What follows belongs to an exercise in optimizing a design on an open flow for small area, a short achievable clock period and few clock cycles per item; a production flow would make more cautious choices.
The RTL was checked by simulation tests, not by an equivalence proof against the original design.

--- flow/run.sh ---
#!/bin/bash
# synth_recipe.tcl (not shown) runs the flow's synth.tcl, then flattens the netlist and writes it again
# the make line also repeats each setting of config.mk as NAME=value (left out here)
make -C /OpenROAD-flow-scripts/flow DESIGN_CONFIG=/design/flow/config.mk WORK_HOME=/design/flow/orfs CLKGATE_MAP_FILE= SYNTH_SCRIPT=/design/flow/synth_recipe.tcl finish
--- flow/config.mk ---
export PLATFORM = sky130hd
export DESIGN_NAME = valu_seq
export DESIGN_NICKNAME = valu_seq
export VERILOG_FILES = /design/flow/design.v
export SDC_FILE = /design/flow/constraint.sdc
export NUM_CORES = 4
export LEC_CHECK = 0
export CAP_MARGIN = 20
export CORE_MARGIN = 2
export CORE_UTILIZATION = 45
export SLEW_MARGIN = 20
--- flow/constraint.sdc ---
create_clock -name core_clock -period 11.5 [get_ports {clk_i}]
set_input_delay 2.3000 -clock core_clock [delete_from_list [all_inputs] [get_ports {clk_i}]]
set_output_delay 2.3000 -clock core_clock [all_outputs]
set_load 0.01 [all_outputs]
--- flow/design.v ---
package valu_pkg;
  typedef enum logic [1:0] {
    OP_ADD  = 2'd0,
    OP_SUB  = 2'd1,
    OP_MUL  = 2'd2,
    OP_RSVD = 2'd3
  } valu_op_e;
  typedef enum logic [1:0] {
    ST_IDLE  = 2'd0,
    ST_RUN   = 2'd1,
    ST_DRAIN = 2'd2,
    ST_DONE  = 2'd3
  } valu_state_e;
  localparam int unsigned DRAIN_CYCLES = 2;
  typedef struct packed {
    logic overflow;
    logic zero;
    logic negative;
  } valu_flags_t;
  function automatic logic add_overflow(input logic a_msb, input logic b_msb,
                                        input logic r_msb);
    add_overflow = (a_msb == b_msb) && (r_msb != a_msb);
  endfunction
endpackage
module alu
#(
  parameter int vdw_p    = 32,
  parameter int op_len_p = 2
) (
  input  logic             mul_i,
  input  logic             sub_i,
  input  logic             hinit_i,
  input  logic [31:0]      a_i,
  input  logic [31:0]      b_i,
  input  logic [8:0]       dig_i,
  input  logic [31:0]      h_i,
  output logic [39:0]      s_o
);
  localparam int W = 40;
  logic [W-1:0] row [6];
  logic [3:0]   one, two, neg;
  logic [32:0]  a2;
  logic [31:0]  hrow;
  always_comb begin
    for (int k = 0; k < 4; k++) begin
      if (mul_i) begin
        one[k] = dig_i[2*k+1] ^ dig_i[2*k];
        two[k] = (dig_i[2*k+2] & ~dig_i[2*k+1] & ~dig_i[2*k]) |
                 (~dig_i[2*k+2] & dig_i[2*k+1] & dig_i[2*k]);
        neg[k] = dig_i[2*k+2];
      end else begin
        one[k] = (k == 0);
        two[k] = 1'b0;
        neg[k] = 1'b0;
      end
    end
  end
  assign a2 = {a_i[31], a_i};
  always_comb begin
    hrow = mul_i ? (hinit_i ? 32'd0 : h_i) : (b_i ^ {32{sub_i}});
    for (int r = 0; r < 6; r++) row[r] = '0;
    row[0][31:0] = {~hrow[31], hrow[30:0]};
    for (int k = 0; k < 4; k++) begin
      for (int i = 0; i < 33; i++) begin
        logic sel;
        sel = (one[k] & a2[i]) | (two[k] & ((i == 0) ? 1'b0 : a2[i-1]));
        row[k+1][2*k+i] = (i == 32) ? ~(sel ^ neg[k]) : (sel ^ neg[k]);
      end
    end
    row[5] = 40'hAA_8000_0000;
    row[5][0] = mul_i ? neg[0] : sub_i;
    row[5][2] = neg[1];
    row[5][4] = neg[2];
    row[5][6] = neg[3];
  end
  function automatic logic [2*W-1:0] csa(input logic [W-1:0] x,
                                         input logic [W-1:0] y,
                                         input logic [W-1:0] z);
    logic [W-1:0] s, c;
    s = x ^ y ^ z;
    c = ((x & y) | (x & z) | (y & z)) << 1;
    csa = {c, s};
  endfunction
  logic [W-1:0] s1, c1, s2, c2, s3, c3, s4, c4;
  always_comb begin
    {c1, s1} = csa(row[0], row[1], row[2]);
    {c2, s2} = csa(row[3], row[4], row[5]);
    {c3, s3} = csa(s1, c1, s2);
    {c4, s4} = csa(s3, c3, c2);
  end
  assign s_o = s4 + c4;
endmodule
module valu_seq
#(
  parameter int vdw_p    = 32,
  parameter int op_len_p = 2,
  parameter int vlen_p   = 16,
  parameter int vregs_p  = 8
) (
  input  logic                         clk_i,
  input  logic                         reset_n_i,
  input  logic                         cmd_v_i,
  output logic                         cmd_ready_o,
  input  logic [op_len_p-1:0]          cmd_op_i,
  input  logic [$clog2(vlen_p+1)-1:0]  cmd_len_i,
  input  logic [$clog2(vregs_p)-1:0]   cmd_vd_i,
  input  logic [$clog2(vregs_p)-1:0]   cmd_vs1_i,
  input  logic [$clog2(vregs_p)-1:0]   cmd_vs2_i,
  output logic                         rd_v_o,
  output logic [$clog2(vregs_p)-1:0]   rd_reg_a_o,
  output logic [$clog2(vregs_p)-1:0]   rd_reg_b_o,
  output logic [$clog2(vlen_p)-1:0]    rd_el_o,
  input  logic [vdw_p-1:0]             rd_a_i,
  input  logic [vdw_p-1:0]             rd_b_i,
  output logic                         wr_v_o,
  output logic [$clog2(vregs_p)-1:0]   wr_reg_o,
  output logic [$clog2(vlen_p)-1:0]    wr_el_o,
  output logic [vdw_p-1:0]             wr_data_o,
  output logic                         done_o,
  output logic                         flag_overflow_o,
  output logic                         flag_zero_o,
  output logic                         flag_negative_o
);
  localparam int LW = $clog2(vlen_p+1);
  localparam int EW = $clog2(vlen_p);
  localparam int RW = $clog2(vregs_p);
  logic          busy_q, rdv_q, nrdy_q, l0_q, mul_q, sub_q;
  logic [1:0]    bub_q, j_q;
  logic [EW-1:0] el_q;
  logic [RW-1:0] vd_q, vs1_q, vs2_q;
  logic          accept, go, fin_it, finish;
  logic          busy_n, l0_n, mul_n;
  logic [1:0]    bub_n, j_n;
  logic [EW-1:0] el_n;
  assign cmd_ready_o = ~nrdy_q;
  assign accept      = cmd_v_i & ~nrdy_q;
  assign rd_v_o      = rdv_q;
  assign rd_reg_a_o  = vs1_q;
  assign rd_reg_b_o  = vs2_q;
  assign rd_el_o     = el_q;
  assign go     = busy_q & (bub_q == 2'd0);
  assign fin_it = ~mul_q | (j_q == 2'd3);
  assign finish = go & (l0_q | ((el_q == '0) & fin_it));
  always_comb begin
    busy_n = busy_q;
    bub_n  = bub_q;
    el_n   = el_q;
    j_n    = j_q;
    l0_n   = l0_q;
    mul_n  = mul_q;
    if (busy_q && bub_q != 2'd0) begin
      bub_n = bub_q - 2'd1;
    end else if (go) begin
      if (finish) busy_n = 1'b0;
      if (fin_it) begin
        el_n = el_q - EW'(1);
        j_n  = 2'd0;
      end else begin
        j_n  = j_q + 2'd1;
      end
    end
    if (accept) begin
      busy_n = 1'b1;
      l0_n   = (cmd_len_i == '0);
      mul_n  = (cmd_op_i == 2'd2);
      el_n   = EW'(cmd_len_i - LW'(1));
      j_n    = 2'd0;
      bub_n  = (cmd_len_i == LW'(1)) ? 2'd2 :
               (cmd_len_i == LW'(2)) ? 2'd1 : 2'd0;
    end
  end
  always_ff @(posedge clk_i or negedge reset_n_i) begin
    if (!reset_n_i) begin
      busy_q <= 1'b0;
      rdv_q  <= 1'b0;
      nrdy_q <= 1'b0;
    end else begin
      busy_q <= busy_n;
      rdv_q  <= busy_n & (bub_n == 2'd0) & ~l0_n;
      nrdy_q <= ~(~busy_n | ((bub_n == 2'd0) &
                 (l0_n | ((el_n == '0) & (~mul_n | (j_n == 2'd3))))));
    end
  end
  always_ff @(posedge clk_i) begin
    bub_q <= bub_n;
    el_q  <= el_n;
    j_q   <= j_n;
    l0_q  <= l0_n;
    mul_q <= mul_n;
    if (accept) begin
      sub_q <= (cmd_op_i == 2'd1);
      vd_q  <= cmd_vd_i;
      vs1_q <= cmd_vs1_i;
      vs2_q <= cmd_vs2_i;
    end
  end
  logic          c_wv, c_last, c_mul, c_sub;
  logic [1:0]    c_j;
  logic [EW-1:0] c_el;
  logic [RW-1:0] c_vd;
  always_ff @(posedge clk_i or negedge reset_n_i) begin
    if (!reset_n_i) begin
      c_wv   <= 1'b0;
      c_last <= 1'b0;
    end else begin
      c_wv   <= go & ~l0_q & fin_it;
      c_last <= finish & busy_q;
    end
  end
  always_ff @(posedge clk_i) begin
    c_mul <= mul_q;
    c_sub <= sub_q;
    c_j   <= j_q;
    c_el  <= el_q;
    c_vd  <= vd_q;
  end
  logic          x_wv, x_last, x_mul, x_sub, x_hinit;
  logic [EW-1:0] x_el;
  logic [RW-1:0] x_vd;
  logic [31:0]   a_q, b_q;
  logic [8:0]    dig;
  always_comb begin
    case (c_j)
      2'd0:    dig = {rd_b_i[7:0], 1'b0};
      2'd1:    dig = rd_b_i[15:7];
      2'd2:    dig = rd_b_i[23:15];
      default: dig = rd_b_i[31:23];
    endcase
  end
  always_ff @(posedge clk_i or negedge reset_n_i) begin
    if (!reset_n_i) begin
      x_wv   <= 1'b0;
      x_last <= 1'b0;
    end else begin
      x_wv   <= c_wv;
      x_last <= c_last;
    end
  end
  always_ff @(posedge clk_i) begin
    a_q     <= rd_a_i;
    b_q     <= {rd_b_i[31:9], c_mul ? dig : rd_b_i[8:0]};
    x_mul   <= c_mul;
    x_sub   <= c_sub;
    x_hinit <= (c_j == 2'd0);
    x_el    <= c_el;
    x_vd    <= c_vd;
  end
  logic [39:0] s;
  logic [31:0] h_q, r_q;
  alu #(
    .vdw_p    (vdw_p),
    .op_len_p (op_len_p)
  ) u_alu (
    .mul_i   (x_mul),
    .sub_i   (x_sub),
    .hinit_i (x_hinit),
    .a_i     (a_q),
    .b_i     (b_q),
    .dig_i   (b_q[8:0]),
    .h_i     (h_q),
    .s_o     (s)
  );
  logic          w_wv, w_last, w_mul, done_q;
  logic [EW-1:0] w_el;
  logic [RW-1:0] w_vd;
  logic          acc_ovf_q, acc_zero_q, acc_neg_q;
  always_ff @(posedge clk_i or negedge reset_n_i) begin
    if (!reset_n_i) begin
      w_wv   <= 1'b0;
      w_last <= 1'b0;
    end else begin
      w_wv   <= x_wv;
      w_last <= x_last;
    end
  end
  always_ff @(posedge clk_i) begin
    h_q   <= s[39:8];
    r_q   <= x_mul ? {s[7:0], r_q[31:8]} : s[31:0];
    w_mul <= x_mul;
    w_el  <= x_el;
    w_vd  <= x_vd;
  end
  assign wr_v_o    = w_wv;
  assign wr_reg_o  = w_vd;
  assign wr_el_o   = w_el;
  assign wr_data_o = r_q;
  logic e_ovf, e_zero, e_neg;
  logic b_ovf, b_zero, b_neg;
  assign e_ovf  = w_mul ? ~((&h_q & r_q[31]) | ~(|h_q | r_q[31]))
                        : (h_q[24] ^ r_q[31]);
  assign e_zero = (r_q == '0);
  assign e_neg  = r_q[31];
  assign b_ovf  = done_q ? 1'b0 : acc_ovf_q;
  assign b_zero = done_q ? 1'b1 : acc_zero_q;
  assign b_neg  = done_q ? 1'b0 : acc_neg_q;
  always_ff @(posedge clk_i or negedge reset_n_i) begin
    if (!reset_n_i) begin
      done_q     <= 1'b0;
      acc_ovf_q  <= 1'b0;
      acc_zero_q <= 1'b1;
      acc_neg_q  <= 1'b0;
    end else begin
      done_q     <= w_last;
      acc_ovf_q  <= b_ovf  | (w_wv & e_ovf);
      acc_zero_q <= b_zero & (~w_wv | e_zero);
      acc_neg_q  <= b_neg  | (w_wv & e_neg);
    end
  end
  assign done_o          = done_q;
  assign flag_overflow_o = acc_ovf_q;
  assign flag_zero_o     = acc_zero_q;
  assign flag_negative_o = acc_neg_q;
endmodule
==> impl_metrics.toml, run 1 <==
[timing]
final.period_utilization_pct = 58.08
fmax_ghz = 0.1497
whs_ns = 0.3246
finalSetupViolCount = 0
fin_crit_ns = 6.680
tns_ns = 0
relSlewSlack_pct = 23.53
setup_ws_ns = 4.820
worst_slew_pin_slew_ns = 1.147
drv_slew = 0
rsz0062_at_grt = "no"
skew_ns = 0.01401
hold_viol = 0

[global_route]
grt_pass1_vias = 11170
grt_max_degree = 60
antenna_found_initial = 0
track_usage_pct = 24.81
grt.overflow.total = 0
grt_pass1_wl_mm = 62.51

[logic_synthesis]
synth.largest_area_cell = "dfxtp_1"
synth-seq-area-share_pct = 28.48
synthDistinctLibCells = 77
syn-num-nets = 1750
syn_area_um2 = 13940
synth.most_common_cell = "inv_1"
yosys_most_used_dff = "dfxtp_1"
synth_top_area_share_pct = 23.98
postSynthAreaPerCell_um2 = 9.389
synthTopCellsByCount = "inv_1 (205), dfxtp_1 (167), a22oi_1 (129), xor2_1 (102), xnor2_1 (98)"
netlist_instances = 1485
async_flop_share_pct = 6.842
yosys_warnings = 3
ys_ff_latch = 190
synth_area_leaders = "dfxtp_1 (24%), fa_1 (13%), ha_1 (8.1%), a22oi_1 (6.9%), xor2_1 (6.4%)"
synth_edf_count = 10

[clocking]
cts-root-buf = "clkbuf_16"
cts_sinks = 190
h-tree-depth = 4
cts_resized = 0
cts_buffers = 17
post-cts-setup-buffer-count = 0
clk_pin_slew_ns = 0.08
cts_tree = "done"
clock_path_buffers = 2
ctsHoldBuffers = 0
worstSkewPairLatency_ns = 0.45

[finish]
utilization_pct = 52.66
syn2layout_area_growth_pct = 15.54
final_area_um2 = 16110
drive_gt1_share_pct = 7.308
fin_nets = 1812
n_antenna_cell = 0

[worst_setup_path]
setup.worst_path.start = "x_mul$_DFF_P_"
cp-start-kind = "flop"
critPathMaxFanout = 59
worstPathCellList = "buf_4 -> clkinv_1 -> buf_4 -> a21oi_4 -> a22oi_1 -> xor2_1 -> ha_1 -> inv_1 -> fa_1 -> fa_1 -> inv_1 -> ha_1 -> a21oi_1 -> o21ai_0 -> a31oi_1 -> o21ai_0 -> a31oi_4 -> o21ai_2 -> a311oi_1 -> o31ai_1"
end_kind = "flop"
crit_family = "compound AO/OA/AOI/OAI gates"
crit_arrival_ns = 7.00
r2r_start = "x_mul$_DFF_P_"
slowest_delay_ns = 0.80
crit_type = "reg2reg"
worst_path_max_delay_cell = "a21oi_4"
critPathRequiredTime_ns = 11.82
critPathBufInv = 5

[floorplan]
rows = 64
die_x_um = 180.0
ios = 139
start_util_pct = 45.58
die_h_um = 180.0
die_area_um2 = 32410
core-area_um2 = 30590

[route]
drtPass1Iterations = 5
ant_nets = 0
via_per_inst = 5.599
drt_iter0_markers = 835
wl_mm = 39.76
drc_errors = 0
vias = 10950
wl_per_cell_um = 20.33

[placement]
place_congestion = 0.9315
dpl.hpwl_mm = 30.83
place_area_um2 = 15470
port-buffer-count = 138
pre_cts_slack_ns = 4.882

[job]
cap_viol_max_count = 0

[min_path]
hp-start = "x_el[3]$_DFF_P_"
hold_class = "reg2reg"

[run_status]
outcome = "finished clean"
[cell families after synthesis]
group,after synthesis,synth area share [%]
compound gates,325,16.08
flops,190,28.48
mux,42,4.020
simple gates,235,8.606
buf+inv,311,8.965
fa+ha+maj,182,21.29
xor+xnor,200,12.56
[cell type report]
cell class	instances	area [µm²]
Inverter	207	777.0
Tap cell	396	495.5
Sequential cell	190	3973
Multi-Input combinational cell	984	8786
Fill cell	2851	14480
Clock buffer	18	432.9
Clock inverter	14	196.4
Timing Repair Buffer	147	1449
[metrics by stage]
step	instances
final	1956
after global routing	1956
after CTS	1956
after detailed placement	1924
after global placement	1924
after floorplan	1485
[layout by cell type (no fill, tap or decap), types with 14 or more instances in the layout]
cell type and count:
mux2_2 32, nor2_1 35, nand2_1 73, a21o_1 25
fa_1 92, inv_1 205, a21oi_1 44, clkbuf_16 17
xnor2_1 98, nand4_1 19, clkdlybuf4s50_1 138, o21ai_0 57
a22oi_1 129, nand3_1 14, ha_1 90, nor4_1 20
xor2_1 102, dfxtp_1 165
[layer usage]
metal | track usage (%) | up-vias | share of wire, %
li1 | - | 5125 | -
met1 | 31.25 | 5407 | 42
met2 | 41.53 | 344 | 49
met3 | 4.931 | 75 | 5.8
met4 | 10.65 | 0 | 3.7
met5 | 0 | - | 0
[sequential cells by signal (all words and copies together) (netlist names), 4 cells and up]
signal	cells
h_q	32
a_q	32
el_q	4
x_el	4
w_el	4
b_q	32
r_q	32
c_el	4
[path summary, 6_finish.rpt]
path                                     to  slack, ns  cells past startpoint
hold / removal              w_el[3]$_DFF_P_       0.32                      0
hold reg to reg             w_el[3]$_DFF_P_       0.32                      0
setup reg to reg            r_q[27]$_DFF_P_       4.82                     20
min in group asynchronous    x_wv$_DFF_PN0_       2.25                      1
max in group asynchronous  c_last$_DFF_PN0_       8.83                      1
setup / recovery            r_q[27]$_DFF_P_       4.82                     20
Testbench counts, summed over its fixed seeds: cycles 8,665, items 5,408.
==> run 2, diff against run 1 <==
--- a/flow/design.v
+++ b/flow/design.v
@@ -29,35 +29,32 @@
 ) (
-  input  logic             mul_i,
-  input  logic             sub_i,
-  input  logic             hinit_i,
-  input  logic [31:0]      a_i,
-  input  logic [31:0]      b_i,
-  input  logic [8:0]       dig_i,
-  input  logic [31:0]      h_i,
-  output logic [39:0]      s_o
+  input  logic        sub_i,
+  input  logic        hinit_i,
+  input  logic [31:0] a_i,
+  input  logic [31:0] b_i,
+  input  logic [3:0]  one_i,
+  input  logic [3:0]  two_i,
+  input  logic [3:0]  neg_i,
+  input  logic [31:0] hv_i,
+  input  logic [3:0]  hc_i,
+  output logic [31:0] sum_o,
+  output logic        ovf_o,
+  output logic [7:0]  lo_o,
+  output logic [31:0] hv_o,
+  output logic [3:0]  hc_o
 );
   localparam int W = 40;
+  logic [31:0] bx;
+  assign bx    = b_i ^ {32{sub_i}};
+  assign sum_o = a_i + bx + {31'd0, sub_i};
+  assign ovf_o = (a_i[31] == bx[31]) & (sum_o[31] != a_i[31]);
   logic [W-1:0] row [6];
-  logic [3:0]   one, two, neg;
   logic [32:0]  a2;
-  logic [31:0]  hrow;
-  always_comb begin
-    for (int k = 0; k < 4; k++) begin
-      if (mul_i) begin
-        one[k] = dig_i[2*k+1] ^ dig_i[2*k];
-        two[k] = (dig_i[2*k+2] & ~dig_i[2*k+1] & ~dig_i[2*k]) |
-                 (~dig_i[2*k+2] & dig_i[2*k+1] & dig_i[2*k]);
-        neg[k] = dig_i[2*k+2];
-      end else begin
-        one[k] = (k == 0);
-        two[k] = 1'b0;
-        neg[k] = 1'b0;
-      end
-    end
-  end
+  logic [31:0]  hv;
+  logic [3:0]   hc;
   assign a2 = {a_i[31], a_i};
+  assign hv = hinit_i ? 32'd0 : hv_i;
+  assign hc = hinit_i ? 4'd0  : hc_i;
   always_comb begin
-    hrow = mul_i ? (hinit_i ? 32'd0 : h_i) : (b_i ^ {32{sub_i}});
     for (int r = 0; r < 6; r++) row[r] = '0;
-    row[0][31:0] = {~hrow[31], hrow[30:0]};
+    row[0][31:0] = {~hv[31], hv[30:0]};
     for (int k = 0; k < 4; k++) begin
@@ -65,11 +62,15 @@
         logic sel;
-        sel = (one[k] & a2[i]) | (two[k] & ((i == 0) ? 1'b0 : a2[i-1]));
-        row[k+1][2*k+i] = (i == 32) ? ~(sel ^ neg[k]) : (sel ^ neg[k]);
+        sel = (one_i[k] & a2[i]) | (two_i[k] & ((i == 0) ? 1'b0 : a2[i-1]));
+        row[k+1][2*k+i] = (i == 32) ? ~(sel ^ neg_i[k]) : (sel ^ neg_i[k]);
       end
     end
+    row[2][0] = neg_i[0];
+    row[3][2] = neg_i[1];
+    row[4][4] = neg_i[2];
     row[5] = 40'hAA_8000_0000;
-    row[5][0] = mul_i ? neg[0] : sub_i;
-    row[5][2] = neg[1];
-    row[5][4] = neg[2];
-    row[5][6] = neg[3];
+    row[5][6]  = neg_i[3];
+    row[5][0]  = hc[0];
+    row[5][8]  = hc[1];
+    row[5][16] = hc[2];
+    row[5][24] = hc[3];
   end
@@ -90,3 +91,10 @@
   end
-  assign s_o = s4 + c4;
+  logic [8:0] blk [5];
+  always_comb begin
+    for (int b = 0; b < 5; b++)
+      blk[b] = {1'b0, s4[8*b +: 8]} + {1'b0, c4[8*b +: 8]};
+  end
+  assign lo_o = blk[0][7:0];
+  assign hv_o = {blk[4][7:0], blk[3][7:0], blk[2][7:0], blk[1][7:0]};
+  assign hc_o = {blk[3][8], blk[2][8], blk[1][8], blk[0][8]};
 endmodule
@@ -221,2 +229,3 @@
   logic [8:0]    dig;
+  logic [3:0]    one_d, two_d, neg_d, one_q, two_q, neg_q;
   always_comb begin
@@ -228,2 +237,8 @@
     endcase
+    for (int k = 0; k < 4; k++) begin
+      one_d[k] = dig[2*k+1] ^ dig[2*k];
+      two_d[k] = (dig[2*k+2] & ~dig[2*k+1] & ~dig[2*k]) |
+                 (~dig[2*k+2] & dig[2*k+1] & dig[2*k]);
+      neg_d[k] = dig[2*k+2];
+    end
   end
@@ -240,3 +255,6 @@
     a_q     <= rd_a_i;
-    b_q     <= {rd_b_i[31:9], c_mul ? dig : rd_b_i[8:0]};
+    b_q     <= rd_b_i;
+    one_q   <= one_d;
+    two_q   <= two_d;
+    neg_q   <= neg_d;
     x_mul   <= c_mul;
@@ -247,4 +265,7 @@
   end
-  logic [39:0] s;
-  logic [31:0] h_q, r_q;
+  logic [31:0] sum, hv, h_q;
+  logic [7:0]  lo;
+  logic [3:0]  hc, hc_q;
+  logic        sum_ovf;
+  logic [31:0] r_q;
   alu #(
@@ -253,3 +274,2 @@
   ) u_alu (
-    .mul_i   (x_mul),
     .sub_i   (x_sub),
@@ -258,7 +278,14 @@
     .b_i     (b_q),
-    .dig_i   (b_q[8:0]),
-    .h_i     (h_q),
-    .s_o     (s)
+    .one_i   (one_q),
+    .two_i   (two_q),
+    .neg_i   (neg_q),
+    .hv_i    (h_q),
+    .hc_i    (hc_q),
+    .sum_o   (sum),
+    .ovf_o   (sum_ovf),
+    .lo_o    (lo),
+    .hv_o    (hv),
+    .hc_o    (hc)
   );
-  logic          w_wv, w_last, w_mul, done_q;
+  logic          w_wv, w_last, w_mul, w_aovf, done_q;
   logic [EW-1:0] w_el;
@@ -276,7 +303,9 @@
   always_ff @(posedge clk_i) begin
-    h_q   <= s[39:8];
-    r_q   <= x_mul ? {s[7:0], r_q[31:8]} : s[31:0];
-    w_mul <= x_mul;
-    w_el  <= x_el;
-    w_vd  <= x_vd;
+    h_q    <= hv;
+    hc_q   <= hc;
+    r_q    <= x_mul ? {lo, r_q[31:8]} : sum;
+    w_aovf <= sum_ovf;
+    w_mul  <= x_mul;
+    w_el   <= x_el;
+    w_vd   <= x_vd;
   end
@@ -286,6 +315,7 @@
   assign wr_data_o = r_q;
+  logic [31:0] hi;
   logic e_ovf, e_zero, e_neg;
   logic b_ovf, b_zero, b_neg;
-  assign e_ovf  = w_mul ? ~((&h_q & r_q[31]) | ~(|h_q | r_q[31]))
-                        : (h_q[24] ^ r_q[31]);
+  assign hi     = h_q + {7'd0, hc_q[3], 7'd0, hc_q[2], 7'd0, hc_q[1], 7'd0, hc_q[0]};
+  assign e_ovf  = w_mul ? ~((&hi & r_q[31]) | ~(|hi | r_q[31])) : w_aovf;
   assign e_zero = (r_q == '0);
==> flow/flow/run.sh (new file) <==
#!/bin/bash
set -euo pipefail
export SETUP_SLACK_MARGIN=7.5
bash standard.sh > standard_finish.log 2>&1
==> flow/standard.sh (new file) <==
#!/bin/bash
# synth_recipe.tcl (not shown) runs the flow's synth.tcl, then flattens the netlist and writes it again
# the make line also repeats each setting of config.mk as NAME=value (left out here)
make -C /OpenROAD-flow-scripts/flow DESIGN_CONFIG=/design/flow/config.mk WORK_HOME=/design/flow/orfs CLKGATE_MAP_FILE= SYNTH_SCRIPT=/design/flow/synth_recipe.tcl "${@:-finish}"
removed: flow/run.sh
==> impl_metrics.toml, run 2 <==
[global_route]
grt.overflow.total = 0
track_usage_pct = 23.28
grt_max_degree = 66
antenna_found_initial = 0
grt_pass1_wl_mm = 65.11
grt_pass1_vias = 11750

[timing]
tns_ns = 0
fin_crit_ns = 3.942
skew_ns = 0.02375
final.period_utilization_pct = 34.28
relSlewSlack_pct = 51.11
hold_viol = 0
worst_slew_pin_slew_ns = 0.7323
fmax_ghz = 0.2537
drv_slew = 0
rsz0062_at_grt = "yes"
finalSetupViolCount = 0
setup_ws_ns = 7.558

[logic_synthesis]
synth_xor_area_share_pct = 13.89
synthAdderAreaFrac_pct = 23.22
synth_top_family_by_area = "adder cells"
synth_top_area_share_pct = 24.24
synth_area_leaders = "dfxtp_1 (24%), fa_1 (13%), ha_1 (10%), xnor2_1 (8.9%), a22oi_1 (6.3%)"
synth_compound_area_share_pct = 15.51
ys_ff_latch = 207
synth_edf_count = 10
synth_mux_area_share_pct = 1.959
yosys_most_used_dff = "dfxtp_1"
yosys_warnings = 4
syn-num-nets = 1924
synthDistinctLibCells = 77
synth.most_common_cell = "inv_1"
netlist_instances = 1619
synth-seq-area-share_pct = 28.36
postSynthAreaPerCell_um2 = 9.387
async_flop_share_pct = 6.280
synth.largest_area_cell = "dfxtp_1"
synthTopCellsByCount = "inv_1 (215), dfxtp_1 (184), xnor2_1 (155), a22oi_1 (127), ha_1 (122)"
syn_area_um2 = 15200
synthSimpleGateAreaFrac_pct = 9.130

[clocking]
cts_sinks = 207
worstSkewPairLatency_ns = 0.54
ctsHoldBuffers = 0
cts_tree = "done"
clk_pin_slew_ns = 0.06
cts-root-buf = "clkbuf_16"
cts_buffers = 25
clock_path_buffers = 3
h-tree-depth = 1

[route]
drc_errors = 0
wl_per_cell_um = 19.22
vias = 11830
ant_nets = 0
wl_mm = 42.15
drt_iter0_markers = 796
via_per_inst = 5.396
drtPass1Iterations = 5

[finish]
syn2layout_area_growth_pct = 22.01
final_area_um2 = 18540
final_common_cell = "inv_1"
drive_gt1_share_pct = 12.09
stdcell_count = 2193
n_antenna_cell = 0
fin_nets = 2031
final_cell_mix = "inv_1 (211), xnor2_1 (150), dfxtp_1 (142)"

[worst_setup_path]
critPathBufInv = 6
critPathMaxFanout = 6
end_kind = "flop"
crit_family = "adder cells"
cp-start-kind = "flop"
crit_arrival_ns = 4.42
crit_type = "reg2reg"
worst_path_max_delay_cell = "fa_1"
critPathRequiredTime_ns = 11.98
slowest_delay_ns = 0.49
worstPathCellList = "buf_12 -> clkbuf_4 -> a22oi_2 -> xnor2_2 -> fa_2 -> fa_1 -> inv_1 -> fa_1 -> inv_1 -> ha_2 -> inv_2 -> fa_2 -> inv_2 -> a21oi_2 -> o21bai_1 -> a21oi_1 -> nor2_1 -> o21ai_1 -> nand2b_1 -> a21o_1"

[placement]
pre_cts_slack_ns = 6.816
port-buffer-count = 138
place_congestion = 0.8851
dpl.hpwl_mm = 30.73
dp_cells = 2119
place_area_um2 = 16830

[floorplan]
start_util_pct = 45.55
die_h_um = 187.8
die_area_um2 = 35260
core-area_um2 = 33360
die_x_um = 187.8
ios = 139
rows = 67

[min_path]
hold_class = "reg2reg"

[job]
cap_viol_max_count = 0

[run_status]
outcome = "finished clean"
[run 2: cell types whose count changed after synthesis, sizes merged, moves of 12 or more]
| cell | previous run | this run |
|---|---|---|
| dfxtp | 167 | 184 |
| ha | 90 | 122 |
| mux2 | 32 | 6 |
| nand2b | 6 | 18 |
| nor2b | 8 | 31 |
| xnor2 | 98 | 155 |
| xor2 | 102 | 86 |
[run 2: layout make-up]
type                    instances  area (µm²)
clock buffers                  29       660.6
clock inverters                17       209.0
fillers                      3080       14820
inverters                     216       813.3
multi-input cells            1100        9903
flip-flops and latches        207        4383
well taps                     448       560.5
repair buffers                176        2014
[run 2: path summary, 6_finish.rpt]
path,start,end,slack [ns],cells past startpoint
worst min-delay path,c_mul$_DFF_P_,x_mul$_DFF_P_,0.33,0
worst max register to register,one_q[0]$_DFF_P_,hc_q[1]$_DFF_P_,7.56,20
worst max-delay path,one_q[0]$_DFF_P_,hc_q[1]$_DFF_P_,7.56,20
worst min register to register,c_mul$_DFF_P_,x_mul$_DFF_P_,0.33,0
max in group asynchronous,reset_n_i,c_last$_DFF_PN0_,8.99,1
min in group asynchronous,reset_n_i,done_q$_DFF_PN0_,2.13,1
[run 2: kinds of logic (layout without fill, tap and decap cells)]
kind of cell / count (synthesis) / in the layout
AO/OA/AOI/OAI: 346 / 346
XOR/XNOR: 241 / 241
adder cells (fa/ha/maj): 222 / 222
buffers and inverters: 312 / 438
flip-flops: 207 / 207
multiplexers: 19 / 19
AND/OR/NAND/NOR: 272 / 272
[run 2: metal layers]
| layer | track usage [%] | up-vias | share of wire, % |
|---|---|---|---|
| li1 | - | 5639 | - |
| met1 | 32.61 | 5711 | 45 |
| met2 | 37.39 | 415 | 46 |
| met3 | 3.893 | 69 | 6.8 |
| met4 | 5.936 | 0 | 2.5 |
| met5 | 0 | - | 0 |
[run 2: what timing repair did]
item,CTS,global route
buffers inserted,7,16
pin swaps,4,44
endpoints found under the hold margin,0,0
setup endpoints to repair,33,19
cloned,1,3
resized for setup,48,81
[run 2: worst register-to-register path, cell delays in order (launching register included)]
cell and delay, ns:
dfxtp_4 0.38, buf_12 0.14, clkbuf_4 0.17, a22oi_2 0.22
xnor2_2 0.16, fa_2 0.45, fa_1 0.49, inv_1 0.05
fa_1 0.37, inv_1 0.07, ha_2 0.19, inv_2 0.04
fa_2 0.37, inv_2 0.06, a21oi_2 0.04, o21bai_1 0.18
a21oi_1 0.09, nor2_1 0.15, o21ai_1 0.09, nand2b_1 0.07
a21o_1 0.10
[run 2: through the flow]
stage	util, %	hold slack (ns)
finish	55.58	0.3259
global route	55.58	0.3304
CTS	53.76	0.3254
detailed placement	50.43	0.3120
global placement	50.43	0.3107
floorplan	-	0.3096
Testbench counts of run 2, summed over its fixed seeds: cycles 8,665, items 5,408.
==> run 3, diff against run 2 <==
==> flow/flow/run.sh (replaced) <==
#!/bin/bash
set -euo pipefail
export SETUP_SLACK_MARGIN=8.0
bash standard.sh > standard_finish.log 2>&1
==> impl_metrics.toml, run 3 <==
[logic_synthesis]
synth_area_leaders = "dfxtp_1 (24%), fa_1 (13%), ha_1 (10%), xnor2_1 (8.9%), a22oi_1 (6.3%)"
synth_mux_area_share_pct = 1.959
synth_top_area_share_pct = 24.24
synthAdderAreaFrac_pct = 23.22
async_flop_share_pct = 6.280
synth-seq-area-share_pct = 28.36
synthSimpleGateAreaFrac_pct = 9.130
ys_ff_latch = 207
yosys_most_used_dff = "dfxtp_1"
synth.most_common_cell = "inv_1"
syn-num-nets = 1924
syn_area_um2 = 15200
yosys_warnings = 4
synth.largest_area_cell = "dfxtp_1"
synth_xor_area_share_pct = 13.89
synthDistinctLibCells = 77
synth_compound_area_share_pct = 15.51
postSynthAreaPerCell_um2 = 9.387
synthTopCellsByCount = "inv_1 (215), dfxtp_1 (184), xnor2_1 (155), a22oi_1 (127), ha_1 (122)"
netlist_instances = 1619
synth_edf_count = 10
synth_top_family_by_area = "adder cells"

[placement]
place_area_um2 = 16970
place_congestion = 0.8596
dpl.hpwl_mm = 30.84
port-buffer-count = 138
pre_cts_slack_ns = 7.139

[route]
wl_per_cell_um = 19.86
ant_nets = 0
drc_errors = 0
drt_iter0_markers = 969
vias = 12340
wl_mm = 44.56
via_per_inst = 5.499
drtPass1Iterations = 5

[global_route]
grt.overflow.total = 0
track_usage_pct = 25.07
grt_pass1_wl_mm = 69.11
met2_usage_pct = 41.57
grt_pass1_vias = 12550
grt_max_degree = 66
use_met1_pct = 33.10
grt_use_met3_pct = 4.642
grt_busiest_layer = "met2"
antenna_found_initial = 3

[clocking]
cts_sinks = 207
clk_pin_slew_ns = 0.07
cts_buffers = 24
clock_path_buffers = 3
h-tree-depth = 1
worstSkewPairLatency_ns = 0.53
ctsHoldBuffers = 0
cts_tree = "done"
cts-root-buf = "clkbuf_16"

[finish]
syn2layout_area_growth_pct = 27.80
final_area_um2 = 19420
final_common_cell = "inv_1"
fill_cells = 2953
final_cell_mix = "inv_1 (200), xnor2_1 (143), dfxtp_1 (126)"
drive_gt1_share_pct = 20.07
multiInputGateArea_um2 = 10260
fin_nets = 2081
seq_area_um2 = 4427
utilization_pct = 58.22

[timing]
fin_crit_ns = 3.886
skew_ns = 0.01809
tns_ns = 0
finalSetupViolCount = 0
final.period_utilization_pct = 33.79
setup_ws_ns = 7.614
relSlewSlack_pct = 27.83
hold_viol = 0
rsz0062_at_grt = "yes"
fmax_ghz = 0.2573
drv_slew = 0
worst_slew_pin_slew_ns = 1.082

[worst_setup_path]
crit_family = "adder cells"
critPathBufInv = 4
worstPathCellList = "a22oi_2 -> xnor2_1 -> fa_1 -> inv_1 -> fa_1 -> fa_1 -> inv_1 -> ha_2 -> inv_2 -> fa_2 -> inv_2 -> a21oi_2 -> o21bai_1 -> a21oi_1 -> nor2_1 -> o21ai_1 -> nand2b_1 -> a21o_1"
crit_type = "reg2reg"
cp-start-kind = "flop"
critPathRequiredTime_ns = 11.97
end_kind = "flop"
worst_path_max_delay_cell = "fa_1"
cp_common_cell = "fa_1"
crit_arrival_ns = 4.36
slowest_delay_ns = 0.56
critPathMaxFanout = 9

[floorplan]
core-area_um2 = 33360
die_x_um = 187.8
rows = 67
die_h_um = 187.8
die_area_um2 = 35260
start_util_pct = 45.55
ios = 139

[run_status]
outcome = "finished clean"

[job]
cap_viol_max_count = 0

[min_path]
hold_class = "reg2reg"
-- run 3: cell types whose count changed in the layout (fill, tap and decap cells not counted), sizes merged --
cell and delta:
clkinv +1, diode +1, buf +53, bufinv -2, clkinvlp +2, dlygate4sd2 +21, clkdlybuf4s15 +26, clkbuf +4
inv -5, bufbuf +7, clkdlybuf4s50 -58
-- run 3: path summary, 6_finish.rpt --
check                           startpoint               to  slack (ns)  cells after the start
setup / recovery           a_q[16]$_DFF_P_  hc_q[2]$_DFF_P_        7.61                     18
hold / removal               c_mul$_DFF_P_    x_mul$_DFF_P_        0.32                      0
setup reg to reg           a_q[16]$_DFF_P_  hc_q[2]$_DFF_P_        7.61                     18
hold reg to reg              c_mul$_DFF_P_    x_mul$_DFF_P_        0.32                      0
max in group asynchronous        reset_n_i   w_wv$_DFF_PN0_        8.93                      1
min in group asynchronous        reset_n_i  rdv_q$_DFF_PN0_        2.14                      1
-- run 3: cell families (layout without fill, tap and decap cells) --
kind of cell	after synthesis	count (layout)
AO/OA/AOI/OAI	346	346
other	0	1
multiplexers	19	19
buffers and inverters	312	487
AND/OR/NAND/NOR	272	272
flip-flops	207	207
adder cells (fa/ha/maj)	222	222
XOR/XNOR	241	241
-- run 3: area by class of cell --
| type | instances | area share [%] |
|---|---|---|
| antenna | 1 | 0.01288 |
| clock buffer | 31 | 3.498 |
| clock inverter | 13 | 0.7472 |
| inverter | 216 | 4.213 |
| multi-input combinational | 1100 | 52.83 |
| sequential | 207 | 22.79 |
| tap | 448 | 2.886 |
| timing repair buffer | 227 | 13.02 |
-- run 3: per-stage QoR --
stage / hold slack, ns / std cells
after CTS: 0.3217 / 2224
after detailed placement: 0.3121 / 2122
after floorplan: 0.3096 / 1619
after global placement: 0.3099 / 2122
after global routing: 0.3267 / 2242
final: 0.3227 / 2243
-- run 3: per-layer routing --
layer	wire, µm	vias up
li1	-	5736
met1	19000	5982
met2	20540	527
met3	3708	88
met4	1292	2
met5	10	-
-- run 3: what timing repair did --
item	4_1_cts	5_1_grt
cloned	11	0
setup buffers	47	18
pin swaps	70	38
setup endpoints to repair	97	69
resized for setup	253	82
-- run 3: worst reg2reg max path: stages (launching register included) --
cell      delay [ns]
dfxtp_2         0.55
a22oi_2         0.11
xnor2_1         0.16
fa_1            0.50
inv_1           0.05
fa_1            0.56
fa_1            0.43
inv_1           0.08
ha_2            0.18
inv_2           0.04
fa_2            0.34
inv_2           0.07
a21oi_2         0.05
o21bai_1        0.20
a21oi_1         0.10
nor2_1          0.15
o21ai_1         0.08
nand2b_1        0.08
a21o_1          0.10
==> run 4, diff against run 3 <==
==> flow/run.sh (new file) <==
#!/bin/bash
# synth_recipe.tcl (not shown) runs the flow's synth.tcl, then flattens the netlist and writes it again
# the make line also repeats each setting of config.mk as NAME=value (left out here)
make -C /OpenROAD-flow-scripts/flow DESIGN_CONFIG=/design/flow/config.mk WORK_HOME=/design/flow/orfs CLKGATE_MAP_FILE= SYNTH_SCRIPT=/design/flow/synth_recipe.tcl finish
removed: flow/flow/run.sh
removed: flow/standard.sh
==> impl_metrics.toml, run 4 <==
[worst_setup_path]
rrSetupSlack_ns = 7.08
crit_arrival_ns = 4.90
worstPathCellList = "xnor2_1 -> fa_1 -> inv_1 -> fa_1 -> fa_1 -> inv_1 -> ha_1 -> inv_1 -> fa_1 -> inv_1 -> a21oi_1 -> o21bai_1 -> a21oi_1 -> nor2_1 -> o21ai_0 -> nand2b_1 -> a21o_1"
rr_worst_depth = 17
crit_family = "adder cells"
setup.worst_path.start = "neg_q[0]$_DFF_P_"
worst_path_max_delay_cell = "dfxtp_2"
endpoint = "hc_q[1]$_DFF_P_"
r2r_start = "neg_q[0]$_DFF_P_"
slowest_delay_ns = 0.99
critPathBufInv = 4
critPathRequiredTime_ns = 11.98
critPathMaxFanout = 33
crit_type = "reg2reg"
end_kind = "flop"
r2r_end = "hc_q[1]$_DFF_P_"
cp-start-kind = "flop"
cp_num_cells = 17

[floorplan]
rows = 67
start_util_pct = 45.55
core-area_um2 = 33360
die_area_um2 = 35260
ios = 139
die_h_um = 187.8
die_x_um = 187.8

[placement]
place_congestion = 0.8899
dpl.hpwl_mm = 30.80
port-buffer-count = 138
pre_cts_slack_ns = 6.760

[logic_synthesis]
yosys_most_used_dff = "dfxtp_1"
async_flop_share_pct = 6.280
synthTopCellsByCount = "inv_1 (215), dfxtp_1 (184), xnor2_1 (155), a22oi_1 (127), ha_1 (122)"
netlist_instances = 1619
ys_ff_latch = 207
syn-num-nets = 1924
synthDistinctLibCells = 77
synth_area_leaders = "dfxtp_1 (24%), fa_1 (13%), ha_1 (10%), xnor2_1 (8.9%), a22oi_1 (6.3%)"
synth-seq-area-share_pct = 28.36
synth_edf_count = 10
yosys_warnings = 4
syn_area_um2 = 15200
synth.most_common_cell = "inv_1"
synth_top_area_share_pct = 24.24
synth.largest_area_cell = "dfxtp_1"
postSynthAreaPerCell_um2 = 9.387

[timing]
relSlewSlack_pct = 30.25
fmax_ghz = 0.2264
tns_ns = 0
drv_slew = 0
fin_crit_ns = 4.417
whs_ns = 0.3229
hold_viol = 0
rsz0062_at_grt = "no"
finalSetupViolCount = 0
skew_ns = 0.01367
worst_slew_pin_slew_ns = 1.046
final.period_utilization_pct = 38.41
setup_ws_ns = 7.083

[run_status]
outcome = "finished clean"

[finish]
syn2layout_area_growth_pct = 15.82
drive_gt1_share_pct = 5.368
n_antenna_cell = 0
final_common_cell = "inv_1"
fin_nets = 2003
fill_cells = 3082
multiInputGateArea_um2 = 9682
seq_area_um2 = 4323
final_cell_mix = "inv_1 (215), dfxtp_1 (176), xnor2_1 (155)"

[clocking]
cts_sinks = 207
h-tree-depth = 1
worstSkewPairLatency_ns = 0.54
ctsHoldBuffers = 0
post-cts-setup-buffer-count = 0
clock_path_buffers = 3
cts_buffers = 24
cts_tree = "done"
cts_resized = 0
clk_pin_slew_ns = 0.06
cts-root-buf = "clkbuf_16"

[route]
wl_per_cell_um = 18.43
drc_errors = 0
drtPass1Iterations = 5
via_per_inst = 5.357
wl_met2_mm = 17.82
vias = 11580
route.met3.wl_mm = 2.809
wl_mm = 39.84
highest_layer = "met4"
met1Wirelength_mm = 18.42
ant_nets = 0
drt_iter0_markers = 747

[global_route]
grt.overflow.total = 0
track_usage_pct = 22.77
grt_pass1_wl_mm = 63.25
grt_max_degree = 66
antenna_found_initial = 0
grt_pass1_vias = 11520

[min_path]
hold_class = "reg2reg"

[job]
cap_viol_max_count = 0
==> run 4: how the worst min path moves through the flow <==
| stage | endpoint | cells after the start | start |
|---|---|---|---|
| after floorplan | w_el[0]$_DFF_P_ | 0 | x_el[0]$_DFF_P_ |
| after global placement | x_vd[1]$_DFF_P_ | 0 | c_vd[1]$_DFF_P_ |
| after detailed placement | w_vd[1]$_DFF_P_ | 0 | x_vd[1]$_DFF_P_ |
| after CTS | w_vd[1]$_DFF_P_ | 0 | x_vd[1]$_DFF_P_ |
| after global routing | x_sub$_DFF_P_ | 0 | c_sub$_DFF_P_ |
| final | w_vd[0]$_DFF_P_ | 0 | x_vd[0]$_DFF_P_ |
==> run 4: layout make-up <==
cell class,count,area share (%)
clock inverter,10,0.5260
multi-input combinational,1100,55.00
sequential,207,24.56
tap,448,3.184
clock buffer,32,3.810
inverter,216,4.606
timing repair buffer,149,8.316
==> run 4: stage by stage <==
step	cell area, µm²	utilization (%)	std cells
global placement	16830	50.46	2120
detailed placement	16830	50.46	2120
floorplan	15200	-	1619
global route	17600	52.76	2162
finish	17600	52.76	2162
CTS	17600	52.75	2162
==> run 4: metal layers <==
metal	vias to the layer above	track usage, %
met5	-	0
met4	0	5.754
met3	43	4.192
met2	399	36.25
met1	5563	31.93
li1	5576	-
==> run 4: cells by family (layout without fill, tap and decap cells) <==
family | after synthesis | in the layout | synth area share [%]
simple gates | 272 | 272 | 9.130
fa+ha+maj | 222 | 222 | 23.22
flops | 207 | 207 | 28.36
xor+xnor | 241 | 241 | 13.89
mux | 19 | 19 | 1.959
buf+inv | 312 | 407 | 7.936
compound gates | 346 | 346 | 15.51
==> run 5, diff against run 4 <==
--- a/flow/design.v
+++ b/flow/design.v
@@ -37,3 +37,3 @@
   input  logic [31:0] hv_i,
-  input  logic [3:0]  hc_i,
+  input  logic [7:0]  hc_i,
   output logic [31:0] sum_o,
@@ -42,3 +42,3 @@
   output logic [31:0] hv_o,
-  output logic [3:0]  hc_o
+  output logic [7:0]  hc_o
 );
@@ -52,6 +52,6 @@
   logic [31:0]  hv;
-  logic [3:0]   hc;
+  logic [7:0]   hc;
   assign a2 = {a_i[31], a_i};
   assign hv = hinit_i ? 32'd0 : hv_i;
-  assign hc = hinit_i ? 4'd0  : hc_i;
+  assign hc = hinit_i ? 8'd0  : hc_i;
   always_comb begin
@@ -71,6 +71,3 @@
     row[5][6]  = neg_i[3];
-    row[5][0]  = hc[0];
-    row[5][8]  = hc[1];
-    row[5][16] = hc[2];
-    row[5][24] = hc[3];
+    for (int m = 0; m < 8; m++) row[5][4*m] = hc[m];
   end
@@ -91,10 +88,21 @@
   end
-  logic [8:0] blk [5];
+  logic [4:0] n0, n1a, n1b;
+  logic [4:0] blk [8];
+  assign n0  = {1'b0, s4[3:0]} + {1'b0, c4[3:0]};
+  assign n1a = {1'b0, s4[7:4]} + {1'b0, c4[7:4]};
+  assign n1b = {1'b0, s4[7:4]} + {1'b0, c4[7:4]} + 5'd1;
   always_comb begin
-    for (int b = 0; b < 5; b++)
-      blk[b] = {1'b0, s4[8*b +: 8]} + {1'b0, c4[8*b +: 8]};
+    for (int b = 0; b < 8; b++)
+      blk[b] = {1'b0, s4[8+4*b +: 4]} + {1'b0, c4[8+4*b +: 4]};
+  end
+  logic [4:0] n1;
+  assign n1   = n0[4] ? n1b : n1a;
+  assign lo_o = {n1[3:0], n0[3:0]};
+  always_comb begin
+    hc_o[0] = n1[4];
+    for (int b = 0; b < 8; b++) begin
+      hv_o[4*b +: 4] = blk[b][3:0];
+      if (b < 7) hc_o[b+1] = blk[b][4];
+    end
   end
-  assign lo_o = blk[0][7:0];
-  assign hv_o = {blk[4][7:0], blk[3][7:0], blk[2][7:0], blk[1][7:0]};
-  assign hc_o = {blk[3][8], blk[2][8], blk[1][8], blk[0][8]};
 endmodule
@@ -267,3 +275,3 @@
   logic [7:0]  lo;
-  logic [3:0]  hc, hc_q;
+  logic [7:0]  hc, hc_q;
   logic        sum_ovf;
@@ -318,3 +326,8 @@
   logic b_ovf, b_zero, b_neg;
-  assign hi     = h_q + {7'd0, hc_q[3], 7'd0, hc_q[2], 7'd0, hc_q[1], 7'd0, hc_q[0]};
+  logic [31:0] hcw;
+  always_comb begin
+    hcw = '0;
+    for (int m = 0; m < 8; m++) hcw[4*m] = hc_q[m];
+  end
+  assign hi = h_q + hcw;
   assign e_ovf  = w_mul ? ~((&hi & r_q[31]) | ~(|hi | r_q[31])) : w_aovf;
==> flow/flow/run.sh (new file) <==
#!/bin/bash
# The standard layout (standard.sh) with two changes to how it is made:
#  - ORFS's repair_timing is asked for extra setup slack beyond the clock
#    constraint (SETUP_SLACK_MARGIN, ns), so it keeps improving paths that
#    already meet the constraint;
#  - the port buffers that ORFS's buffer_ports puts on every input and
#    output use a plain buffer cell (buf_2) instead of its default choice.
# Constraints, clock period and all steps are the standard flow's.
set -euo pipefail
export SETUP_SLACK_MARGIN=8.0
export BUFFER_PORTS_ARGS="-buffer_cell sky130_fd_sc_hd__buf_2"
bash standard.sh > standard_finish.log 2>&1
==> flow/standard.sh (new file) <==
#!/bin/bash
# synth_recipe.tcl (not shown) runs the flow's synth.tcl, then flattens the netlist and writes it again
# the make line also repeats each setting of config.mk as NAME=value (left out here)
make -C /OpenROAD-flow-scripts/flow DESIGN_CONFIG=/design/flow/config.mk WORK_HOME=/design/flow/orfs CLKGATE_MAP_FILE= SYNTH_SCRIPT=/design/flow/synth_recipe.tcl "${@:-finish}"
removed: flow/run.sh
==> impl_metrics.toml, run 5 <==
[worst_setup_path]
crit_arrival_ns = 4.10
end_kind = "flop"
crit_type = "reg2reg"
critPathRequiredTime_ns = 11.88
critPathMaxFanout = 6
cp-start-kind = "flop"

[logic_synthesis]
syn-num-nets = 1922
netlist_instances = 1609
yosys_most_used_dff = "dfxtp_1"
ys_ff_latch = 211
yosys_warnings = 4
synth.largest_area_cell = "dfxtp_1"
synth_edf_count = 10
synth_xor_area_share_pct = 13.20
synthDistinctLibCells = 85
synth_top_family_by_area = "adder cells"
synthAdderAreaFrac_pct = 23.66
synth-seq-area-share_pct = 28.16
synth_mux_area_share_pct = 2.376
synthTopCellsByCount = "dfxtp_1 (188), inv_1 (159), a22oi_1 (126), ha_1 (122), xor2_1 (118)"
synth.most_common_cell = "dfxtp_1"
syn_area_um2 = 15590
synth_compound_area_share_pct = 15.19
async_flop_share_pct = 6.161
synth_area_leaders = "dfxtp_1 (24%), fa_1 (14%), ha_1 (9.8%), xor2_1 (6.6%), xnor2_1 (6.6%)"
synthSimpleGateAreaFrac_pct = 10.49
postSynthAreaPerCell_um2 = 9.689
synth_top_area_share_pct = 24.14

[global_route]
grt_use_met3_pct = 2.822
grt_pass1_wl_mm = 66.58
use_met1_pct = 32.39
antenna_found_initial = 0
grt.overflow.total = 0
track_usage_pct = 23.42
grt_busiest_layer = "met2"
met2_usage_pct = 38.64
grt_pass1_vias = 12130
grt_max_degree = 63

[clocking]
cts_tree = "done"
ctsHoldBuffers = 0
cts_sinks = 211
h-tree-depth = 1
clock_path_buffers = 3
cts-root-buf = "clkbuf_16"
cts_buffers = 23
worstSkewPairLatency_ns = 0.53
clk_pin_slew_ns = 0.06

[timing]
tns_ns = 0
worst_slew_pin_slew_ns = 1.036
relSlewSlack_pct = 30.91
whs_ns = 0.3258
fmax_ghz = 0.2683
rsz0062_at_grt = "yes"
fin_crit_ns = 3.728
finalSetupViolCount = 0
hold_viol = 0
drv_slew = 0
skew_ns = 0.008121
final.period_utilization_pct = 32.42

[floorplan]
die_area_um2 = 36150
ios = 139
die_h_um = 190.1
die_x_um = 190.1
rows = 68
start_util_pct = 45.47
core-area_um2 = 34290

[min_path]
hold_class = "reg2reg"

[finish]
final_common_cell = "inv_1"
fin_nets = 2041
final_cell_mix = "inv_1 (145), dfxtp_1 (144), buf_2 (138)"
drive_gt1_share_pct = 25.67
syn2layout_area_growth_pct = 18.90
n_antenna_cell = 0

[route]
via_per_inst = 5.465
drt_iter0_markers = 822
drc_errors = 0
wl_mm = 43.03
drtPass1Iterations = 6
ant_nets = 0
vias = 12020
wl_per_cell_um = 19.56

[job]
cap_viol_max_count = 0

[placement]
port-buffer-count = 138
place_congestion = 0.9050
dpl.hpwl_mm = 30.98

[run_status]
outcome = "finished clean"
==> run 5: changes by cell type in the layout (fill, tap and decap cells not counted), moves of 26 or more <==
cell	delta
xnor2_1	-43
a22oi_2	+45
dfxtp_1	-32
dfxtp_2	+26
buf_2	+138
inv_1	-70
clkdlybuf4s50_1	-138
a22oi_1	-46
==> run 5: repair_timing <==
item	4_1_cts	5_1_grt
pin swaps	40	79
gates resized for setup	103	123
endpoints found under the setup margin	42	35
gates cloned	3	1
setup buffers	19	28
==> run 5: cell families (layout without fill, tap and decap cells) <==
logic type	Yosys count	count (layout)
muxes	26	26
adders and majority gates	230	230
xor gates and xnor gates	235	235
AOI/OAI and AO/OA	341	341
DFF	211	211
buffers and inverters	265	401
and+or+nand+nor	301	301
==> run 5: layout make-up <==
cell class / count / area (µm²)
Clock inverter: 11 / 102.6
Multi-Input combinational cell: 1133 / 10670
Fill cell: 3032 / 15750
Inverter: 160 / 605.6
Timing Repair Buffer: 199 / 1459
Sequential cell: 211 / 4473
Clock buffer: 31 / 655.6
Tap cell: 455 / 569.3
==> run 5: metrics by stage <==
stage	std cells	cell area (µm²)	util, %	setup WS, ns
finish	2200	18540	54.06	7.772
global route	2200	18540	54.06	7.545
CTS	2171	17870	52.13	7.808
detailed placement	2107	16470	48.04	7.127
global placement	2107	16470	48.04	7.179
floorplan	1609	15660	-	7.899
==> run 5: critical path, stage by stage, from the launching register on <==
cell and delay, ns:
dfxtp_4 0.36, buf_12 0.14, a22oi_2 0.17, xnor2_1 0.19, fa_1 0.49, fa_1 0.49
ha_1 0.31, ha_1 0.22, fa_2 0.60, ha_4 0.21, mux2_2 0.25, nand2_1 0.06
o21ai_1 0.08
==> run 5: path summary, 6_finish.rpt <==
kind | depth (start not counted) | startpoint | end | slack (ns)
max | 12 | one_q[0]$_DFF_P_ | r_q[29]$_DFF_P_ | 7.77
min | 0 | c_vd[2]$_DFF_P_ | x_vd[2]$_DFF_P_ | 0.33
max reg2reg | 12 | one_q[0]$_DFF_P_ | r_q[29]$_DFF_P_ | 7.77
min reg2reg | 0 | c_vd[2]$_DFF_P_ | x_vd[2]$_DFF_P_ | 0.33
max in group asynchronous | 1 | reset_n_i | acc_zero_q$_DFF_PN1_ | 9.57
min in group asynchronous | 1 | reset_n_i | nrdy_q$_DFF_PN0_ | 1.65
==> run 5: layer usage <==
layer / routed length (µm) / up-vias
li1: - / 5726
met1: 19210 / 5799
met2: 20080 / 406
met3: 2433 / 93
met4: 1307 / 0
met5: 0 / -
Testbench counts of run 5, summed over its fixed seeds: cycles 8,665, items 5,408.
==> run 6, diff against run 5 <==
--- a/flow/flow/run.sh
+++ b/flow/flow/run.sh
@@ -6,3 +6,3 @@
 #  - the port buffers that ORFS's buffer_ports puts on every input and
-#    output use a plain buffer cell (buf_2) instead of its default choice.
+#    output use a plain buffer cell (buf_1) instead of its default choice.
 # Constraints, clock period and all steps are the standard flow's.
@@ -10,3 +10,3 @@
 export SETUP_SLACK_MARGIN=8.0
-export BUFFER_PORTS_ARGS="-buffer_cell sky130_fd_sc_hd__buf_2"
+export BUFFER_PORTS_ARGS="-buffer_cell sky130_fd_sc_hd__buf_1"
 bash standard.sh > standard_finish.log 2>&1
--- a/flow/config.mk
+++ b/flow/config.mk
@@ -9,3 +9,3 @@
 export CORE_MARGIN = 2
-export CORE_UTILIZATION = 45
+export CORE_UTILIZATION = 60
 export SLEW_MARGIN = 20
==> impl_metrics.toml, run 6 <==
[worst_setup_path]
critPathMaxFanout = 8
crit_arrival_ns = 4.10
worstPathCellList = "or2b_1 -> fa_1 -> inv_1 -> fa_1 -> ha_1 -> ha_1 -> fa_2 -> ha_4 -> mux2_2 -> nand2_1 -> o21ai_1"
critPathBufInv = 1
critPathRequiredTime_ns = 11.86
cp-start-kind = "flop"
crit_family = "adder cells"
end_kind = "flop"
slowest_delay_ns = 0.60
crit_type = "reg2reg"
worst_path_max_delay_cell = "fa_2"

[logic_synthesis]
postSynthAreaPerCell_um2 = 9.689
synthTopCellsByCount = "dfxtp_1 (188), inv_1 (159), a22oi_1 (126), ha_1 (122), xor2_1 (118)"
async_flop_share_pct = 6.161
yosys_warnings = 4
synth_area_leaders = "dfxtp_1 (24%), fa_1 (14%), ha_1 (9.8%), xor2_1 (6.6%), xnor2_1 (6.6%)"
synth-seq-area-share_pct = 28.16
netlist_instances = 1609
synth.largest_area_cell = "dfxtp_1"
yosys_most_used_dff = "dfxtp_1"
synth_top_area_share_pct = 24.14
syn_area_um2 = 15590
ys_ff_latch = 211
synth.most_common_cell = "dfxtp_1"
synth_edf_count = 10
synthDistinctLibCells = 85
syn-num-nets = 1922

[placement]
port-buffer-count = 138
dpl.hpwl_mm = 29.77
place_congestion = 0.9392

[timing]
tns_ns = 0
fmax_ghz = 0.2680
final.period_utilization_pct = 32.45
fin_crit_ns = 3.732
worst_slew_pin_slew_ns = 1.000
drv_slew = 0
hold_viol = 0
relSlewSlack_pct = 33.30
rsz0062_at_grt = "yes"
finalSetupViolCount = 0
skew_ns = 0.01557

[clocking]
clock_path_buffers = 3
cts-root-buf = "clkbuf_16"
clk_pin_slew_ns = 0.06
cts_buffers = 23
cts_tree = "done"
worstSkewPairLatency_ns = 0.53
cts_sinks = 211
h-tree-depth = 1

[global_route]
antenna_found_initial = 0
grt_use_met3_pct = 4.570
met2_usage_pct = 50.80
grt.overflow.total = 0
grt_pass1_wl_mm = 64.70
grt_max_degree = 63
track_usage_pct = 30.62
grt_busiest_layer = "met2"
grt_pass1_vias = 12030
use_met1_pct = 41.74

[route]
drtPass1Iterations = 6
ant_nets = 0
via_per_inst = 5.914
wl_per_cell_um = 20.34
vias = 12250
drc_errors = 0
wl_mm = 42.14
drt_iter0_markers = 1054

[min_path]
hold_class = "reg2reg"

[floorplan]
core-area_um2 = 25330
ios = 139
rows = 58
die_area_um2 = 27290
die_h_um = 165.2
die_x_um = 165.2
start_util_pct = 61.56

[finish]
drive_gt1_share_pct = 16.25
syn2layout_area_growth_pct = 16.80
final_cell_mix = "dfxtp_1 (151), inv_1 (146), buf_1 (136)"
fill_cells = 1900
n_antenna_cell = 0
utilization_pct = 71.90
fin_nets = 2038
final_common_cell = "dfxtp_1"

[run_status]
outcome = "finished clean"

[job]
cap_viol_max_count = 0
==> run 6: area by class of cell <==
| cell class | count | area (µm²) | area share (%) |
|---|---|---|---|
| multi-input cells | 1133 | 10590 | 58.15 |
| repair buffers | 196 | 1282 | 7.043 |
| clock buffers | 30 | 651.9 | 3.580 |
| well taps | 330 | 412.9 | 2.268 |
| flip-flops and latches | 211 | 4464 | 24.52 |
| inverters | 160 | 605.6 | 3.326 |
| clock inverters | 12 | 203.9 | 1.120 |
==> run 6: stage by stage <==
stage / instances / hold WS, ns / setup slack, ns / cell area [µm²]
floorplan: 1609 / 0.3096 / 7.899 / 15660
global placement: 1982 / 0.3103 / 7.145 / 16140
detailed placement: 1982 / 0.3120 / 7.114 / 16140
CTS: 2046 / 0.3259 / 7.786 / 17510
global route: 2072 / 0.3301 / 7.603 / 18210
finish: 2072 / 0.3260 / 7.768 / 18210
==> run 6: metal layers <==
metal,share of wire [%],vias up
met1,42,5937
met5,0,-
met4,2.7,0
met2,47,515
met3,7.4,85
li1,-,5717
==> run 6: repair_timing <==
action	CTS	global route
hold buffers	0	0
pin swaps	25	79
cloned	2	1
resized for setup	80	122
endpoints found under the setup margin	43	39
setup buffers	20	25
==> run 6: worst paths after layout <==
kind	depth (start not counted)	from	slack (ns)	to
min in group asynchronous	1	reset_n_i	1.79	c_last$_DFF_PN0_
setup / recovery	11	h_q[3]$_DFF_P_	7.77	r_q[29]$_DFF_P_
max in group asynchronous	1	reset_n_i	9.27	busy_q$_DFF_PN0_
hold / removal	0	x_el[1]$_DFF_P_	0.33	w_el[1]$_DFF_P_
hold reg to reg	0	x_el[1]$_DFF_P_	0.33	w_el[1]$_DFF_P_
setup reg to reg	11	h_q[3]$_DFF_P_	7.77	r_q[29]$_DFF_P_
==> run 6: cell families after synthesis <==
| logic type | Yosys count | share of synthesized area [%] |
|---|---|---|
| AOI/OAI and AO/OA | 341 | 15.19 |
| DFF | 211 | 28.16 |
| muxes | 26 | 2.376 |
| buffers and inverters | 265 | 6.918 |
| and+or+nand+nor | 301 | 10.49 |
| xor gates and xnor gates | 235 | 13.20 |
| adders and majority gates | 230 | 23.66 |
==> run 6: worst reg2reg max path, delay by kind of cell (launching register included) <==
family	cells	cell delay, ns
adder cells (fa/ha/maj)	6	2.23
flip-flops	1	0.53
AND/OR/NAND/NOR	2	0.39
multiplexers	1	0.25
buffers and inverters	1	0.09
AO/OA/AOI/OAI	1	0.08

[separate check: timing with driven ports]
How much do the figures lean on ideal ports? The routed layouts below were timed once more, with nothing changed but the port constraints.
Step 1 (the two cells are an assumption about what drives the block):
set clk [get_ports {clk_i}]
set_driving_cell -lib_cell sky130_fd_sc_hd__clkbuf_16 $clk
set_driving_cell -lib_cell sky130_fd_sc_hd__buf_2 [delete_from_list [all_inputs] $clk]
Step 2 also shifts input and output timing later by t, the mid clock arrival at the registers, as if the neighbouring blocks saw the same clock.
a / b / c = ideal / step 1 / step 2; a / b = the first two.
run	t, ns	setup WS [ns]	latest minus earliest clock arrival (ns)	worst register clock-pin slew, ns	cell pins on the clock port's net
run 1	0.497	4.820 / 4.820 / 4.820	0.014 / 0.014	0.08 / 0.08	1
run 2	0.581	7.558 / 7.525 / 7.231	0.024 / 0.025	0.07 / 0.07	1
run 3	0.581	7.614 / 7.614 / 7.563	0.020 / 0.020	0.07 / 0.07	1
run 4	0.585	7.083 / 7.083 / 6.943	0.013 / 0.014	0.06 / 0.06	1
run 5	0.573	7.772 / 7.772 / 7.734	0.009 / 0.008	0.06 / 0.06	1
run 6	0.572	7.768 / 7.768 / 7.611	0.015 / 0.016	0.07 / 0.07	1
After both steps every run listed still meets setup and hold. For run 2, which loses most, drivers alone change the setup slack by -0.033 ns; drivers and shift together by -0.327 ns.
